This is an optimization exercise on Yosys and OpenROAD, whose aim is small area, a short achievable clock period and few clock cycles per item, not a production implementation.
In this exercise RTL edits were held to simulation tests only and were not proved equivalent to the original.
Power and IR drop assume default switching activity.

== build 62 ==
// dns_query_echo_answer_builder_unit
module dns_query_echo_answer_builder_unit (
  input  logic        clk,
  input  logic        rst,
  input  logic        cfg_write,
  input  logic        cfg_index,
  input  logic [31:0] cfg_data,
  input  logic        in_valid,
  output logic        in_stall,
  input  logic [7:0]  query_byte,
  input  logic        query_last,
  input  logic        client_is_v6,
  input  logic [63:0] client_addr_hi,
  input  logic [63:0] client_addr_lo,
  output logic        out_valid,
  input  logic        out_stall,
  output logic [7:0]  reply_byte,
  output logic        reply_last,
  output logic        reply_error
);
clock: 6.0 ns
lec_check: 0
cap_margin: 20
core_margin: 2
core_utilization: 60
cts_buf_list: sky130_fd_sc_hd__clkbuf_8
cts_cluster_diameter: 60
cts_cluster_size: 20
setup_slack_margin: 4.0
slew_margin: 20
tns_end_percent: 0
standard.sh (not shown) runs the stock make flow with config.mk's settings and CLKGATE_MAP_FILE= SYNTH_SCRIPT=/design/flow/synth_recipe.tcl, a recipe that flattens the netlist after the stock synthesis.
==> flow/flow/run.sh <==
#!/bin/bash
# The standard ORFS layout (the standard.sh), with two changes:
#  - plain buffers (buf_1, sized up later by repair) on the input and output
#    ports instead of the delay cell that buffer_ports picks by default;
#  - clock tree synthesis without dummy loads (same clustering and buffer
#    settings as config.mk).
# make's full output goes to flow_standard.log; ORFS keeps each step's log
# under orfs/logs/.
set -euo pipefail
export BUFFER_PORTS_ARGS="-buffer_cell sky130_fd_sc_hd__buf_1"
export CTS_ARGS="-sink_clustering_enable -repair_clock_nets -sink_clustering_size 20 -sink_clustering_max_diameter 60 -buf_list sky130_fd_sc_hd__clkbuf_8 -dont_use_dummy_load"
bash standard.sh finish > flow_standard.log 2>&1
Testbench counts of build 62, summed over its fixed seeds: cycles 28,244, queries 512.
--- input diff build 62..build 77 ---
- CTS_CLUSTER_DIAMETER changed from 60 to 80
- CTS_BUF_LIST changed from sky130_fd_sc_hd__clkbuf_8 to sky130_fd_sc_hd__clkbuf_16
- SETUP_SLACK_MARGIN changed from 4.0 to 4.4
- CTS_CLUSTER_SIZE changed from 20 to 30
-- flow/flow/run.sh --
<<< build 62, line 9
set -euo pipefail
export BUFFER_PORTS_ARGS="-buffer_cell sky130_fd_sc_hd__buf_1"
export CTS_ARGS="-sink_clustering_enable -repair_clock_nets -sink_clustering_size 20 -sink_clustering_max_diameter 60 -buf_list sky130_fd_sc_hd__clkbuf_8 -dont_use_dummy_load"
bash standard.sh finish > flow_standard.log 2>&1
>>> build 77, line 9
set -euo pipefail
export BUFFER_PORTS_ARGS="-buffer_cell sky130_fd_sc_hd__buf_1"
export CTS_ARGS="-sink_clustering_enable -repair_clock_nets -sink_clustering_size 30 -sink_clustering_max_diameter 80 -buf_list sky130_fd_sc_hd__clkbuf_16 -dont_use_dummy_load"
bash standard.sh finish > flow_standard.log 2>&1
[summary]
Build 77 went all the way through synthesis, placement and routing and the layout is clean on timing, DRC and antenna. Build 77 falls short of build 62 in leakage power. Clock share of power in build 77 is 2.6 points higher than in build 62. Build 77 and build 62 ended up with roughly the same final standard cell count with taps included and fillers excluded. When the final numbers for build 77 and build 62 were put side by side, the number of CTS-inserted buffers turned out to be greater in build 62. Compared with build 62, build 77 ends up with a larger final cell area. The total of cells resized after clock tree synthesis in build 77 is 1.4 times that in build 62.
#### Input delta (build 23 over build 77)
- removing TNS_END_PERCENT (formerly 0)
- changing SETUP_SLACK_MARGIN from 4.4 to 4.0
==> comparison <==
Build 23 completed end to end with timing, DRC and antenna clean. Build 77 finished every step from synthesis to the final layout, and the layout passed the timing, design-rule and antenna checks. Per the comparison of build 23 with build 77, post-layout worst setup margin ~0 delta, total power +about 10%, critical path depth ~0 delta.
Setup changes, build 23 to build 85
- swapping 60 for 70 in CORE_UTILIZATION
- putting TNS_END_PERCENT at 0 where nothing was set
## What came out
Build 85 vs build 23: proportion of total power due to net switching down. Taking build 23 as the reference point, the worst setup slack of build 85 rises by 0.024 ns. Wire length: build 85 better than build 23. The worst endpoint required time was comparable across build 23 and build 85. Build 23 has higher hold slack than build 85. Build 85: arrival time of the worst setup path 0.02 ns below build 23. Per the comparison of build 85 with build 23, post-route clock period utilization down 0.41 points, final standard cell area without fillers down 1200 um^2, ratio of cells with drive above 1 in the final layout down 11 points.

The RTL this note starts from:
==> flow/design.v <==
package dnsqeab_pkg;
  localparam int MaxQueryBytes = 512;
  localparam int CountWidth    = $clog2(MaxQueryBytes + 1);
  localparam logic [15:0] QtypeA    = 16'h0001;
  localparam logic [15:0] QtypeAaaa = 16'h001C;
  localparam logic [15:0] ResetReplyFlags = 16'h8180;
  localparam logic [31:0] ResetAnswerTtl  = 32'd30;
  localparam logic CfgReplyFlags = 1'b0;
  localparam logic CfgAnswerTtl  = 1'b1;
  localparam logic [2:0] PhHeader  = 3'd0;
  localparam logic [2:0] PhLen     = 3'd1;
  localparam logic [2:0] PhBody    = 3'd2;
  localparam logic [2:0] PhTypeHi  = 3'd3;
  localparam logic [2:0] PhTypeLo  = 3'd4;
  localparam logic [2:0] PhClassHi = 3'd5;
  localparam logic [2:0] PhClassLo = 3'd6;
  localparam logic [2:0] PhDrop    = 3'd7;
  localparam logic [4:0] RecFirst   = 5'd4;
  localparam logic [4:0] RecDlenLo  = 5'd15;
  localparam logic [4:0] RecV4Addr  = 5'd28;
endpackage
module dns_query_echo_answer_builder_unit (
  input  logic        clk,
  input  logic        rst,
  input  logic        cfg_write,
  input  logic        cfg_index,
  input  logic [31:0] cfg_data,
  input  logic        in_valid,
  output logic        in_stall,
  input  logic [7:0]  query_byte,
  input  logic        query_last,
  input  logic        client_is_v6,
  input  logic [63:0] client_addr_hi,
  input  logic [63:0] client_addr_lo,
  output logic        out_valid,
  input  logic        out_stall,
  output logic [7:0]  reply_byte,
  output logic        reply_last,
  output logic        reply_error
);
  logic [15:0] reply_flags;
  logic [31:0] answer_ttl;
  always_ff @(posedge clk) begin
    if (rst) begin
      reply_flags <= dnsqeab_pkg::ResetReplyFlags;
      answer_ttl  <= dnsqeab_pkg::ResetAnswerTtl;
    end else if (cfg_write) begin
      if (cfg_index == dnsqeab_pkg::CfgReplyFlags) reply_flags <= cfg_data[15:0];
      else                                         answer_ttl  <= cfg_data;
    end
  end
  logic [2:0]            phase;
  logic [2:0]            phase_next;
  logic [dnsqeab_pkg::CountWidth-1:0] count;       
  logic [7:0]            label_pos;   
  logic                  stall_q;
  logic                  skid_valid;
  logic                  accept;
  logic                  produce;
  logic                  err;
  logic                  has_rec;
  logic                  push;
  logic [7:0]            e_data;
  logic                  e_last;
  logic                  e_rec;
  logic [7:0]            hdr_const;
  logic                  hdr_over;
  logic                  at_class_lo;
  assign in_stall    = stall_q;
  assign accept      = in_valid && !stall_q;
  assign produce     = (phase != dnsqeab_pkg::PhDrop);
  assign push        = accept && produce;
  assign at_class_lo = (phase == dnsqeab_pkg::PhClassLo);
  assign err         = count[dnsqeab_pkg::CountWidth-1] || (query_last && !at_class_lo);
  logic [7:0]   qtype_hi, qtype_lo, class_hi;
  logic [63:0]  addr_hi, addr_lo;
  logic         cap_v6;
  logic         is_aaaa, is_a;
  assign is_aaaa = ({qtype_hi, qtype_lo} == dnsqeab_pkg::QtypeAaaa);
  assign is_a    = ({qtype_hi, qtype_lo} == dnsqeab_pkg::QtypeA);
  assign has_rec = !client_is_v6 || is_aaaa;
  assign hdr_over  = (phase == dnsqeab_pkg::PhHeader) && !count[3] && count[1];
  assign hdr_const = count[2] ? {7'd0, count[0]}
                              : (count[0] ? reply_flags[7:0] : reply_flags[15:8]);
  always_comb begin
    if (err)           e_data = 8'h00;
    else if (hdr_over) e_data = hdr_const;
    else               e_data = query_byte;
  end
  assign e_last = err || (at_class_lo && !has_rec);
  assign e_rec  = !err && at_class_lo && has_rec;
  always_ff @(posedge clk) begin
    if (phase == dnsqeab_pkg::PhTypeHi)  qtype_hi <= query_byte;
    if (phase == dnsqeab_pkg::PhTypeLo)  qtype_lo <= query_byte;
    if (phase == dnsqeab_pkg::PhClassHi) class_hi <= query_byte;
    if (at_class_lo) begin
      addr_hi <= client_addr_hi;
      addr_lo <= client_addr_lo;
      cap_v6  <= client_is_v6;
    end
  end
  always_comb begin
    phase_next = phase;
    if (accept) begin
      if (query_last) begin
        phase_next = dnsqeab_pkg::PhHeader;
      end else if (produce) begin
        if (err) begin
          phase_next = dnsqeab_pkg::PhDrop;
        end else begin
          case (phase)
            dnsqeab_pkg::PhHeader:  if (count[3:0] == 4'd11) phase_next = dnsqeab_pkg::PhLen;
            dnsqeab_pkg::PhLen:     phase_next = (query_byte == 8'h00) ? dnsqeab_pkg::PhTypeHi
                                                                       : dnsqeab_pkg::PhBody;
            dnsqeab_pkg::PhBody:    if (label_pos == 8'd1) phase_next = dnsqeab_pkg::PhLen;
            dnsqeab_pkg::PhTypeHi:  phase_next = dnsqeab_pkg::PhTypeLo;
            dnsqeab_pkg::PhTypeLo:  phase_next = dnsqeab_pkg::PhClassHi;
            dnsqeab_pkg::PhClassHi: phase_next = dnsqeab_pkg::PhClassLo;
            default:                phase_next = dnsqeab_pkg::PhDrop;
          endcase
        end
      end
    end
  end
  always_ff @(posedge clk) begin
    if (rst) begin
      phase <= dnsqeab_pkg::PhHeader;
      count <= '0;
    end else begin
      phase <= phase_next;
      if (accept) begin
        if (query_last)   count <= '0;
        else if (produce) count <= count + 1'b1;
      end
    end
  end
  logic       rec_active;
  logic       rec_active_next;
  logic       skid_valid_next;
  logic [7:0] skid_data;
  logic       skid_last, skid_err, skid_rec;
  logic       advance;
  logic       rec_start;
  logic [4:0] rec_pos;
  logic [7:0] rec_byte;
  logic       rec_end;
  logic [3:0] ai;
  logic [7:0] addr_byte;
  logic [127:0] addr_all;
  assign advance   = !out_valid || !out_stall;
  assign rec_pos   = label_pos[4:0];
  assign rec_start = advance && !rec_active && (skid_valid ? skid_rec : (push && e_rec));
  assign ai        = rec_pos[3:0];
  assign addr_all  = {addr_hi, addr_lo};
  always_comb begin
    addr_byte = addr_all[8*(15 - ai) +: 8];
    if (!cap_v6 && ai < 4'd12) addr_byte = (ai >= 4'd10) ? 8'hFF : 8'h00;
  end
  always_comb begin
    if (rec_pos[4]) begin
      rec_byte = addr_byte;
    end else begin
      case (rec_pos[3:0])
        4'd4:    rec_byte = 8'hC0;
        4'd5:    rec_byte = 8'h0C;
        4'd6:    rec_byte = qtype_hi;
        4'd7:    rec_byte = qtype_lo;
        4'd8:    rec_byte = class_hi;
        4'd9:    rec_byte = skid_data;
        4'd10:   rec_byte = answer_ttl[31:24];
        4'd11:   rec_byte = answer_ttl[23:16];
        4'd12:   rec_byte = answer_ttl[15:8];
        4'd13:   rec_byte = answer_ttl[7:0];
        4'd15:   rec_byte = (is_a && !cap_v6) ? 8'h04 : (is_aaaa ? 8'h10 : 8'h00);
        default: rec_byte = 8'h00;
      endcase
    end
  end
  assign rec_end = (rec_pos == 5'd31) ||
                   ((rec_pos == dnsqeab_pkg::RecDlenLo) && !(is_a && !cap_v6) && !is_aaaa);
  always_ff @(posedge clk) begin
    if (rec_start) begin
      label_pos <= {3'd0, dnsqeab_pkg::RecFirst};
    end else if (advance && rec_active) begin
      label_pos <= {3'd0, ((rec_pos == dnsqeab_pkg::RecDlenLo) && is_a && !cap_v6)
                          ? dnsqeab_pkg::RecV4Addr : rec_pos + 1'b1};
    end else if (accept && (phase == dnsqeab_pkg::PhLen)) begin
      label_pos <= query_byte;
    end else if (accept && (phase == dnsqeab_pkg::PhBody)) begin
      label_pos <= label_pos - 1'b1;
    end
  end
  always_ff @(posedge clk) begin
    if (!skid_valid && !rec_active) begin
      skid_data <= e_data;
      skid_last <= e_last;
      skid_err  <= err;
      skid_rec  <= e_rec;
    end
  end
  always_ff @(posedge clk) begin
    if (advance) begin
      if (rec_active) begin
        reply_byte  <= rec_byte;
        reply_last  <= rec_end;
        reply_error <= 1'b0;
      end else if (skid_valid) begin
        reply_byte  <= skid_data;
        reply_last  <= skid_last;
        reply_error <= skid_err;
      end else begin
        reply_byte  <= e_data;
        reply_last  <= e_last;
        reply_error <= err;
      end
    end
  end
  always_comb begin
    skid_valid_next = skid_valid;
    if (!skid_valid) skid_valid_next = push && (!advance || rec_active);
    else if (advance && !rec_active) skid_valid_next = 1'b0;
    rec_active_next = rec_active;
    if (advance) begin
      if (rec_start) rec_active_next = 1'b1;
      else if (rec_active && rec_end) rec_active_next = 1'b0;
    end
  end
  always_ff @(posedge clk) begin
    if (rst) begin
      out_valid  <= 1'b0;
      skid_valid <= 1'b0;
      rec_active <= 1'b0;
      stall_q    <= 1'b0;
    end else begin
      skid_valid <= skid_valid_next;
      rec_active <= rec_active_next;
      stall_q    <= skid_valid_next || (rec_active_next && (phase_next != dnsqeab_pkg::PhDrop));
      if (advance) out_valid <= rec_active || skid_valid || push;
    end
  end
endmodule
==> flow/config.mk <==
export PLATFORM = sky130hd
export DESIGN_NAME = dns_query_echo_answer_builder_unit
export DESIGN_NICKNAME = dns_query_echo_answer_builder_unit
export VERILOG_FILES = /design/flow/design.v
export SDC_FILE = /design/flow/constraint.sdc
export NUM_CORES = 4
export LEC_CHECK = 0
export CAP_MARGIN = 20
export CORE_MARGIN = 2
export CORE_UTILIZATION = 60
export CTS_BUF_LIST = sky130_fd_sc_hd__clkbuf_16
export CTS_CLUSTER_DIAMETER = 80
export CTS_CLUSTER_SIZE = 30
export GPL_ROUTABILITY_DRIVEN = 0
export GPL_TIMING_DRIVEN = 0
export SETUP_SLACK_MARGIN = 4.0
export SLEW_MARGIN = 20
export TNS_END_PERCENT = 0
==> flow/constraint.sdc <==
create_clock -name core_clock -period 6.0 [get_ports {clk}]
set_input_delay 1.2000 -clock core_clock [delete_from_list [all_inputs] [get_ports {clk}]]
set_output_delay 1.2000 -clock core_clock [all_outputs]
set_load 0.01 [all_outputs]
==> flow/flow/run.sh <==
#!/bin/bash
# The standard ORFS layout (the standard.sh), with two changes:
#  - plain buffers (buf_1, sized up later by repair) on the input and output
#    ports instead of the delay cell that buffer_ports picks by default;
#  - clock tree synthesis without dummy loads (same clustering and buffer
#    settings as config.mk).
# make's full output goes to flow_standard.log; ORFS keeps each step's log
# under orfs/logs/.
set -euo pipefail
export BUFFER_PORTS_ARGS="-buffer_cell sky130_fd_sc_hd__buf_1"
export CTS_ARGS="-sink_clustering_enable -repair_clock_nets -sink_clustering_size 30 -sink_clustering_max_diameter 80 -buf_list sky130_fd_sc_hd__clkbuf_16 -dont_use_dummy_load"
bash standard.sh finish > flow_standard.log 2>&1
The baseline ran to the end with no violations.
Testbench counts at the start, summed over its fixed seeds: cycles 28,244, queries 512.
Change:
--- a/flow/config.mk
+++ b/flow/config.mk
@@ -8 +8 @@
-export CAP_MARGIN = 20
+export CAP_MARGIN = 0
@@ -10 +10 @@
-export CORE_UTILIZATION = 60
+export CORE_UTILIZATION = 66
@@ -14,2 +13,0 @@
-export GPL_ROUTABILITY_DRIVEN = 0
-export GPL_TIMING_DRIVEN = 0
@@ -17 +15 @@
-export SLEW_MARGIN = 20
+export SLEW_MARGIN = 0
The changed run completed without violations; worst hold slack stays flat; sequential cell count does not change; via count falls by about 0.7%; total power falls by about 3.7%; final area falls by 2.3%; die area falls by about 9%.
Change:
--- a/flow/config.mk
+++ b/flow/config.mk
@@ -8 +8 @@
-export CAP_MARGIN = 0
+export CAP_MARGIN = 20
@@ -10 +10 @@
-export CORE_UTILIZATION = 66
+export CORE_UTILIZATION = 60
@@ -14,3 +14,2 @@
-export SETUP_SLACK_MARGIN = 4.0
-export SLEW_MARGIN = 0
-export TNS_END_PERCENT = 0
+export SETUP_SLACK_MARGIN = 3.4
+export SLEW_MARGIN = 20
Outcome:
- critical path depth goes up by 5
- final cell count goes up by 0.48%
- wire length goes up by 3.7%
- clock power goes down by 4.6%
- non-clock buffer count does not change
Change:
--- a/flow/config.mk
+++ b/flow/config.mk
@@ -14 +14 @@
-export SETUP_SLACK_MARGIN = 3.4
+export SETUP_SLACK_MARGIN = 3.7
- The new run passed the timing, design-rule and antenna checks
- via count goes up by 0.37%
- final area came out higher by about 1.7%
- first-iteration DRC count is lower by about 20%
- count of clock-buffer cells in the layout is unchanged
- die area does not change
- maximum frequency is higher by about 6%
- utilization rose by 1.1 points
Change:
--- a/flow/config.mk
+++ b/flow/config.mk
@@ -10 +10 @@
-export CORE_UTILIZATION = 60
+export CORE_UTILIZATION = 66
@@ -14 +14 @@
-export SETUP_SLACK_MARGIN = 3.7
+export SETUP_SLACK_MARGIN = 4.0
@@ -15,0 +16 @@
+export TNS_END_PERCENT = 0
After rerunning:
- count of clock-buffer cells in the layout increases by 1
- sequential power barely changes
- routed wire length is lower by 4.7%
- area after synthesis does not change
- clock power goes up by 3.1%

[port drivers added, routing unchanged]
In the flow no input, the clock included, has a driving cell. The finished layouts below were timed again as built, in two steps. Step 1 (the two cells are an assumption about what drives the block):
set clk [get_ports {clk}]
set_driving_cell -lib_cell sky130_fd_sc_hd__clkbuf_16 $clk
set_driving_cell -lib_cell sky130_fd_sc_hd__buf_2 [delete_from_list [all_inputs] $clk]
Step 2 adds t to the input delays and takes it off the output delays; t is the mean of the earliest and latest rising clock arrival at the registers after step 1. Input paths then give back, and output paths get back, about the clock's delay inside the block. a / b / c = ideal / step 1 / step 2; a / b = the first two.
run	shift t [ns]	setup slack, ns	worst setup path at the end	clock arrival spread, ns	worst register clock-pin slew, ns
build 62	0.553	3.681 / 3.640 / 3.196	input to register	0.046 / 0.046	0.12 / 0.12
build 77	0.516	3.723 / 3.676 / 3.268	input to register	0.048 / 0.049	0.11 / 0.11
build 23	0.501	3.726 / 3.681 / 3.447	input to register	0.074 / 0.074	0.11 / 0.11
build 85	0.502	3.750 / 3.706 / 3.284	input to register	0.038 / 0.038	0.11 / 0.11
the first run of note 2	0.520	3.596 / 3.596 / 3.191	input to register	0.056 / 0.055	0.11 / 0.11
the second run of note 2	0.514	3.742 / 3.701 / 3.323	input to register	0.065 / 0.065	0.11 / 0.11
the third run of note 2	0.510	3.535 / 3.538 / 3.045	input to register	0.031 / 0.031	0.11 / 0.11
the fourth run of note 2	0.506	3.677 / 3.633 / 3.190	input to register	0.035 / 0.035	0.11 / 0.11
the fifth run of note 2	0.513	3.753 / 3.711 / 3.326	input to register	0.067 / 0.066	0.11 / 0.11
After both steps setup and hold are still met in every run listed. The setup slack of the third run of note 2, which loses most, moves by +0.003 ns with the drivers and by -0.490 ns with both steps.
